This is an optimization exercise on Yosys and OpenROAD, whose aim is small area, a short achievable clock period and few clock cycles, not a production implementation.
In this exercise RTL edits were held to simulation tests only and were not proved equivalent to the original.

==> run a: inputs <==
// dirty_page_display_refresh_core
module dirty_page_display_refresh_core
(
   input  logic                                clock,
   input  logic                                reset,
   input  logic                                req_valid,
   output logic                                req_stall,
   input  logic [7:0]                          req_byte,
   input  logic                                req_frame_start,
   output logic                                rsp_valid,
   input  logic                                rsp_stall,
   output logic                                rsp_is_data,
   output logic [63:0]                         rsp_payload,
   output logic [3:0]                          rsp_byte_count,
   output logic                                rsp_write_end,
   output logic                                rsp_last,
   input  logic                                csr_valid,
   output logic                                csr_ready,
   input  logic [1:0]                          csr_index,
   input  logic [7:0]                          csr_wdata
);
Settings: LEC_CHECK=0, ABC_CLOCK_PERIOD_IN_PS=3000, CAP_MARGIN=20, CORE_MARGIN=2, CORE_UTILIZATION=50, CTS_BUF_LIST=sky130_fd_sc_hd__clkbuf_16, CTS_CLUSTER_DIAMETER=60, CTS_CLUSTER_SIZE=30, PLACE_DENSITY=0.6, SETUP_SLACK_MARGIN=5, SLEW_MARGIN=20, SYNTH_MEMORY_MAX_BITS=16384; clock period 8.0 ns.
run.sh (not shown) runs the stock make flow with config.mk's settings and CLKGATE_MAP_FILE= SYNTH_SCRIPT=/design/flow/synth_recipe.tcl, a recipe that flattens the netlist after the stock synthesis.
==> run b (differences from run a) <==
--- a/flow/design.v
+++ b/flow/design.v
@@ -1,44 +1,62 @@
 module dpdr_ram #(
    parameter int N    = 1024,
    parameter int K    = 16,
    parameter int NWIN = 16,
    parameter int WOFF = 32
 ) (
    input  logic                    clock,
-   input  logic                    wr_en,
-   input  logic [$clog2(N/K)-1:0]  wr_tap,
+   input  logic [N/K/8-1:0]        wr_hi,        
+   input  logic [7:0]              wr_lo,        
+   input  logic [N/K/8-1:0]        rd_hi,        
+   input  logic [7:0]              rd_lo,        
    input  logic [7:0]              wr_data,
    output logic [7:0]              tap_old,
    input  logic [$clog2(NWIN)-1:0] rd_win,
-   output logic [63:0]             rd_data
+   output logic [63:0]             rd_data       
 );
    localparam int NT = N / K;
    localparam int WS = N / NWIN;
    logic [8*N-1:0] ring;
    logic [8*N-1:0] ring_in;
    logic [7:0]     tap_q [NT];
-   logic [63:0]    win_q [NWIN];
+   logic [7:0]     win_q [NWIN];
+   logic [7:0]     rd_byte;
+   logic [55:0]    rd_hist;
    always_comb begin
       ring_in = {ring[7:0], ring[8*N-1:8]};
       for (int j = 0; j < NT; j++) begin
-         if (wr_en && (wr_tap == j)) begin
-            ring_in[8*((j*K+N-1)%N) +: 8] = wr_data;
+         if (wr_hi[j/8] && wr_lo[j%8]) begin
+            ring_in[8*((j*K+N-1)%N) +: 8] = ~(wr_data ^ {8{j[0]}});
+         end else begin
+            ring_in[8*((j*K+N-1)%N) +: 8] = ~ring[8*(j*K) +: 8];
          end
       end
    end
    always_ff @(posedge clock) begin
       ring <= ring_in;
    end
    always_comb begin
       for (int j = 0; j < NT; j++) tap_q[j] = ring[8*(j*K) +: 8];
-      for (int i = 0; i < NWIN; i++) win_q[i] = ring[8*((WOFF+i*WS)%N) +: 64];
+      for (int i = 0; i < NWIN; i++) win_q[i] = ring[8*((WOFF+7+i*WS)%N) +: 8];
+   end
+   logic [7:0] tap_grp [NT/8];
+   always_comb begin
+      for (int h = 0; h < NT/8; h++) begin
+         tap_grp[h] = '0;
+         for (int l = 0; l < 8; l++) tap_grp[h] |= tap_q[8*h+l] & {8{rd_lo[l]}};
+      end
+      tap_old = '0;
+      for (int h = 0; h < NT/8; h++) tap_old |= tap_grp[h] & {8{rd_hi[h]}};
+   end
+   assign rd_byte = win_q[rd_win];
+   always_ff @(posedge clock) begin
+      rd_hist <= {rd_byte, rd_hist[55:8]};
    end
-   assign tap_old = tap_q[wr_tap];
-   assign rd_data = win_q[rd_win];
+   assign rd_data = {rd_byte, rd_hist};
 endmodule
 module dirty_page_display_refresh_core
 (
    input  logic                                clock,
    input  logic                                reset,
    input  logic                                req_valid,
    output logic                                req_stall,
@@ -55,15 +73,15 @@
    output logic                                csr_ready,
    input  logic [1:0]                          csr_index,
    input  logic [7:0]                          csr_wdata
 );
    localparam int N    = 1024;
    localparam int K    = 16;
    localparam int NWIN = 16;
-   localparam int WOFF = 32;
+   localparam int WOFF = 5;
    localparam int LK = $clog2(K);
    localparam int NT = N / K;
    localparam int LT = $clog2(NT);
    localparam int WS = N / NWIN;
    localparam int LS = $clog2(WS);
    localparam int LW = $clog2(NWIN);
    logic [7:0] cols_ff;     
@@ -86,24 +104,28 @@
       end
    end
    logic [9:0] t_ff;
    always_ff @(posedge clock) begin
       if (reset) t_ff <= '0;
       else t_ff <= t_ff + 10'd1;
    end
-   logic           ram_wr_en;
-   logic [LT-1:0]  ram_wr_tap;
+   logic [NT/8-1:0] ram_wr_hi;
+   logic [7:0]     ram_wr_lo;
+   logic [NT/8-1:0] ram_rd_hi;
+   logic [7:0]     ram_rd_lo;
    logic [7:0]     ram_wr_data;
    logic [7:0]     ram_old;
    logic [LW-1:0]  ram_rd_win;
    logic [63:0]    ram_rd_data;
    dpdr_ram #(.N(N), .K(K), .NWIN(NWIN), .WOFF(WOFF)) u_ring (
       .clock  (clock),
-      .wr_en  (ram_wr_en),
-      .wr_tap (ram_wr_tap),
+      .wr_hi  (ram_wr_hi),
+      .wr_lo  (ram_wr_lo),
+      .rd_hi  (ram_rd_hi),
+      .rd_lo  (ram_rd_lo),
       .wr_data(ram_wr_data),
       .tap_old(ram_old),
       .rd_win (ram_rd_win),
       .rd_data(ram_rd_data)
    );
    logic       stall_ff;
    logic       take;
@@ -149,26 +171,34 @@
    logic       q_valid [2];
    logic [7:0] q_byte  [2];
    logic [9:0] q_slot  [2];
    logic [2:0] q_page  [2];
    logic       q_end   [2];
    logic       q_fs    [2];
    logic       q_first [2];
-   logic          q_al;      
-   logic [LT-1:0] q_tap;     
+   logic            q_go;      
+   logic [NT/8-1:0] q_tap_hi;  
+   logic [7:0]      q_tap_lo;
+   logic [NT/8-1:0] q_wr_hi;   
+   logic [7:0]      q_wr_lo;
+   logic            q0_al_next;
+   logic            q0_go_next;
+   logic [7:0]      pend_next;
    logic [7:0] pend_ff;      
    logic       w_go;
    logic       q0_from_1;
    logic       q0_from_in;
    logic       q1_from_in;
    logic       q0_valid_next;
    logic       q1_valid_next;
    logic [9:0] q0_slot_next;
    logic [9:0] q1_slot_next;
-   assign w_go = q_valid[0] && q_al && !pend_ff[q_page[0]];
+   logic [2:0] q0_page_next;
+   assign w_go = q_go;
+   assign q0_go_next = q0_valid_next && q0_al_next && !pend_next[q0_page_next];
    always_comb begin
       q0_from_1 = 1'b0;
       q0_from_in = 1'b0;
       q1_from_in = 1'b0;
       if (!q_valid[0] || w_go) begin
          if (q_valid[1]) begin
             q0_from_1 = 1'b1;
@@ -177,36 +207,55 @@
             q0_from_in = take;
          end
       end else begin
          q1_from_in = take;
       end
       q0_valid_next = q0_from_1 || q0_from_in || (q_valid[0] && !w_go);
       q1_valid_next = q1_from_in || (q_valid[1] && !q0_from_1);
-      if (q0_from_1) q0_slot_next = q_slot[1] - 10'd1;
-      else if (q0_from_in) q0_slot_next = p_slot;
-      else q0_slot_next = q_slot[0] - 10'd1;
+      if (q0_from_1) begin
+         q0_slot_next = q_slot[1] - 10'd1;
+         q0_al_next = (q_slot[1][LK-1:0] == LK'(1));
+      end else if (q0_from_in) begin
+         q0_slot_next = p_slot;
+         q0_al_next = req_frame_start ? (t_ff[LK-1:0] == '1)
+                                      : (col_ff[LK-1:0] == t_ff[LK-1:0] + LK'(1));
+      end else begin
+         q0_slot_next = q_slot[0] - 10'd1;
+         q0_al_next = (q_slot[0][LK-1:0] == LK'(1));
+      end
       if (q1_from_in) q1_slot_next = p_slot;
       else q1_slot_next = q_slot[1] - 10'd1;
+      if (q0_from_1) q0_page_next = q_page[1];
+      else if (q0_from_in) q0_page_next = p_page;
+      else q0_page_next = q_page[0];
    end
    always_ff @(posedge clock) begin
       if (reset) begin
          q_valid[0] <= 1'b0;
          q_valid[1] <= 1'b0;
+         q_go <= 1'b0;
          stall_ff <= 1'b0;
       end else begin
          q_valid[0] <= q0_valid_next;
          q_valid[1] <= q1_valid_next;
+         q_go <= q0_go_next;
          stall_ff <= q1_valid_next;
       end
    end
    always_ff @(posedge clock) begin
       q_slot[0] <= q0_slot_next;
       q_slot[1] <= q1_slot_next;
-      q_al <= (q0_slot_next[LK-1:0] == '0);
-      q_tap <= q0_slot_next[9:LK];
+      for (int h = 0; h < NT/8; h++) begin
+         q_tap_hi[h] <= (q0_slot_next[9:LK+3] == (LT-3)'(h));
+         q_wr_hi[h] <= q0_go_next && (q0_slot_next[9:LK+3] == (LT-3)'(h));
+      end
+      for (int l = 0; l < 8; l++) begin
+         q_tap_lo[l] <= (q0_slot_next[LK+2:LK] == 3'(l));
+         q_wr_lo[l] <= q0_go_next && (q0_slot_next[LK+2:LK] == 3'(l));
+      end
       if (q0_from_1) begin
          q_byte[0] <= q_byte[1];
          q_page[0] <= q_page[1];
          q_end[0] <= q_end[1];
          q_fs[0] <= q_fs[1];
          q_first[0] <= q_first[1];
       end else if (q0_from_in) begin
@@ -220,40 +269,44 @@
          q_byte[1] <= req_byte;
          q_page[1] <= p_page;
          q_end[1] <= p_end;
          q_fs[1] <= req_frame_start;
          q_first[1] <= first_ff;
       end
    end
-   assign ram_wr_en   = w_go;
-   assign ram_wr_tap  = q_tap;
+   assign ram_wr_hi = q_wr_hi;
+   assign ram_wr_lo = q_wr_lo;
+   assign ram_rd_hi = q_tap_hi;
+   assign ram_rd_lo = q_tap_lo;
    assign ram_wr_data = q_byte[0];
    logic       d_valid;
-   logic [7:0] d_old;
+   logic [7:0] d_old;       
+   logic       d_inv;
    logic [7:0] d_new;
    logic [2:0] d_page;
    logic       d_end;
    logic       d_fs;
    logic       d_first;
    logic       changed_ff;
    logic       d_ch;
    logic       d_send;
-   assign d_ch = (!d_fs && changed_ff) || (d_old != d_new);
+   assign d_ch = (!d_fs && changed_ff) || ((d_old ^ {8{d_inv}}) != d_new);
    assign d_send = d_valid && d_end && (d_ch || d_first);
    always_ff @(posedge clock) begin
       if (reset) begin
          d_valid <= 1'b0;
          changed_ff <= 1'b0;
       end else begin
          d_valid <= w_go;
          if (d_valid) changed_ff <= d_end ? 1'b0 : d_ch;
       end
    end
    always_ff @(posedge clock) begin
       d_old <= ram_old;
+      d_inv <= q_slot[0][LK];
       d_new <= q_byte[0];
       d_page <= q_page[0];
       d_end <= q_end[0];
       d_fs <= q_fs[0];
       d_first <= q_first[0];
    end
    logic [2:0] sq [8];
@@ -278,14 +331,17 @@
    logic          r_act;
    logic [2:0]    r_page;
    logic [1:0]    r_step;     
    logic [3:0]    r_word;
    logic [9:0]    r_slot;
    logic          r_match;
    logic [LW-1:0] r_win;
+   logic [LW-1:0] r_win_next;
+   logic [2:0]    r_age;      
+   logic [2:0]    r_age_next;
    logic [3:0]    r_count;
    logic          r_final;
    logic          r_done;
    logic        out_free;
    logic        load;
    logic        adv;
    logic [9:0]  r_slot_next;
@@ -318,61 +374,67 @@
          r_word_next = r_word + 4'd1;
       end else begin
          r_slot_next = r_slot_dec;
          r_word_next = r_word;
       end
    end
    assign r_rem_next = cols_ff - {1'b0, r_word_next, 3'd0};
+   assign r_win_next = LW'((r_slot_next - 10'(WOFF)) >> LS);
+   assign r_age_next = (r_win_next != r_win) ? 3'd0 : ((r_age == 3'd7) ? 3'd7 : r_age + 3'd1);
    always_ff @(posedge clock) begin
       if (reset) begin
          r_act <= 1'b0;
          r_step <= '0;
+         r_age <= '0;
       end else begin
+         r_age <= r_age_next;
          if (sq_pop) begin
             r_act <= 1'b1;
             r_step <= 2'd0;
          end else if (r_done) begin
             r_act <= 1'b0;
          end else if (load && (r_step != 2'd3)) begin
             r_step <= r_step + 2'd1;
          end
       end
    end
    always_ff @(posedge clock) begin
       if (sq_pop) r_page <= sq[sq_rd];
       r_word <= r_word_next;
       r_slot <= r_slot_next;
-      r_match <= (r_slot_next[LS-1:0] == LS'(WOFF));
-      r_win <= LW'(r_slot_next[9:LS] - 10'(WOFF >> LS));
+      r_match <= (r_slot_next[LS-1:0] == LS'(WOFF)) && (r_age_next == 3'd7);
+      r_win <= r_win_next;
       r_final <= r_rem_next <= 8'd8;
       r_count <= (r_rem_next <= 8'd8) ? r_rem_next[3:0] : 4'd8;
    end
    always_comb begin
       r_data = '0;
       for (int i = 0; i < 8; i++) begin
          if (4'(i) < r_count) r_data[8*i +: 8] = ram_rd_data[8*i +: 8];
       end
    end
    assign ram_rd_win = r_win;
-   always_ff @(posedge clock) begin
-      if (reset) begin
-         pend_ff <= '0;
-      end else begin
-         for (int i = 0; i < 8; i++) begin
-            if (w_go && q_end[0] && (q_page[0] == 3'(i))) begin
-               pend_ff[i] <= 1'b1;
-            end else if (d_valid && d_end && !d_send && (d_page == 3'(i))) begin
-               pend_ff[i] <= 1'b0;
-            end else if (r_done && (r_page == 3'(i))) begin
-               pend_ff[i] <= 1'b0;
-            end
+   always_comb begin
+      for (int i = 0; i < 8; i++) begin
+         if (w_go && q_end[0] && (q_page[0] == 3'(i))) begin
+            pend_next[i] = 1'b1;
+         end else if (d_valid && d_end && !d_send && (d_page == 3'(i))) begin
+            pend_next[i] = 1'b0;
+         end else if (r_done && (r_page == 3'(i))) begin
+            pend_next[i] = 1'b0;
+         end else begin
+            pend_next[i] = pend_ff[i];
          end
       end
    end
    always_ff @(posedge clock) begin
+      if (reset) pend_ff <= '0;
+      else pend_ff <= pend_next;
+   end
+   always_ff @(posedge clock) begin
       if (reset) begin
          rsp_valid_ff <= 1'b0;
          o_is_data <= 1'b0;
          o_payload <= '0;
          o_count <= '0;
          o_wend <= 1'b0;
          o_last <= 1'b0;
Settings changed: CORE_UTILIZATION 50 to 60, CTS_CLUSTER_DIAMETER 60 to 80, PLACE_DENSITY 0.6 to 0.7.
==> run c (differences from run a) <==
--- a/flow/design.v
+++ b/flow/design.v
@@ -55,15 +55,15 @@
    output logic                                csr_ready,
    input  logic [1:0]                          csr_index,
    input  logic [7:0]                          csr_wdata
 );
    localparam int N    = 1024;
    localparam int K    = 16;
    localparam int NWIN = 16;
-   localparam int WOFF = 32;
+   localparam int WOFF = 5;
    localparam int LK = $clog2(K);
    localparam int NT = N / K;
    localparam int LT = $clog2(NT);
    localparam int WS = N / NWIN;
    localparam int LS = $clog2(WS);
    localparam int LW = $clog2(NWIN);
    logic [7:0] cols_ff;     
Settings changed: CTS_CLUSTER_DIAMETER 60 to 80.
==> comparison table <==
item                                                               run a                    run c                    run b
Final routed wirelength across all metal layers               461,000 um               484,000 um               331,000 um
HPWL after DPL                                                323,000 um               342,000 um               210,000 um
Number of CTS-inserted buffers                                       437                      333                      328
GR met3 Demand/Resource                                            6.08%                    5.76%                    2.69%
Buffers outside the clock class                                      303                      229                      197
Met2 layer wire length in the routed design                   197,000 um               208,000 um               145,000 um
Number of setup buffers added after CTS                               55                       29                       39
Cell count after placement                                        16,300                   16,200                   15,200
Die span in x                                                     621 um                   621 um                   563 um
Non-clock inverter count in the final layout                          56                       56                       71
Final Instance Count excl. Fillers                                17,200                   16,700                   15,600
Mean Syn Cell Area                                              16.9 um2                 16.9 um2                 16.8 um2
Total number of vias                                              82,800                   83,500                   75,000
Status                                           complete, no violations  complete, no violations  complete, no violations
Final worst path period need                                     3.14 ns                  3.17 ns                  3.58 ns
Final Wtd Congestion                                               0.956                     1.02                    0.840
CP startpoint                                              o_payload[60]            o_payload[63]                rsp_stall
Flip-flop and latch count after synthesis                          8,443                    8,443                    8,539
Detailed Route Iter0 Violations                                    7,270                    8,760                    5,590
Final Cycle Share                                                  39.3%                    39.6%                    44.8%
Testbench counts of run a, summed over its fixed seeds: cycles 50,839.
Testbench counts of run b, summed over its fixed seeds: cycles 50,801.
Testbench counts of run c, summed over its fixed seeds: cycles 50,737.

==> afterwards: timing with drivers on the ports <==
In the flow no input, the clock included, has a driving cell. The finished layouts below were timed again as built, in two steps.
Step 1, drivers: a clkbuf_16 drives clock and a buf_2 each remaining input, both assumed.
Step 2 also shifts input and output timing later by t, the mid clock arrival at the registers, as if the neighbouring blocks saw the same clock.
Slacks: no drivers / after step 1 / after step 2; pairs: no drivers / after step 1.
run	t, ns	slack for setup (ns)	latest minus earliest clock arrival (ns)	worst data-port slew with drivers (ns)
run a	1.081	4.859 / 4.751 / 3.989	0.097 / 0.097	0.16
run b	1.032	4.416 / 4.454 / 3.422	0.084 / 0.084	0.11
run c	1.078	4.833 / 4.718 / 4.021	0.088 / 0.089	0.05
After both steps setup and hold are still met in every run listed. For run b, which loses most, drivers alone change the setup slack by +0.038 ns; drivers and shift together by -0.994 ns.
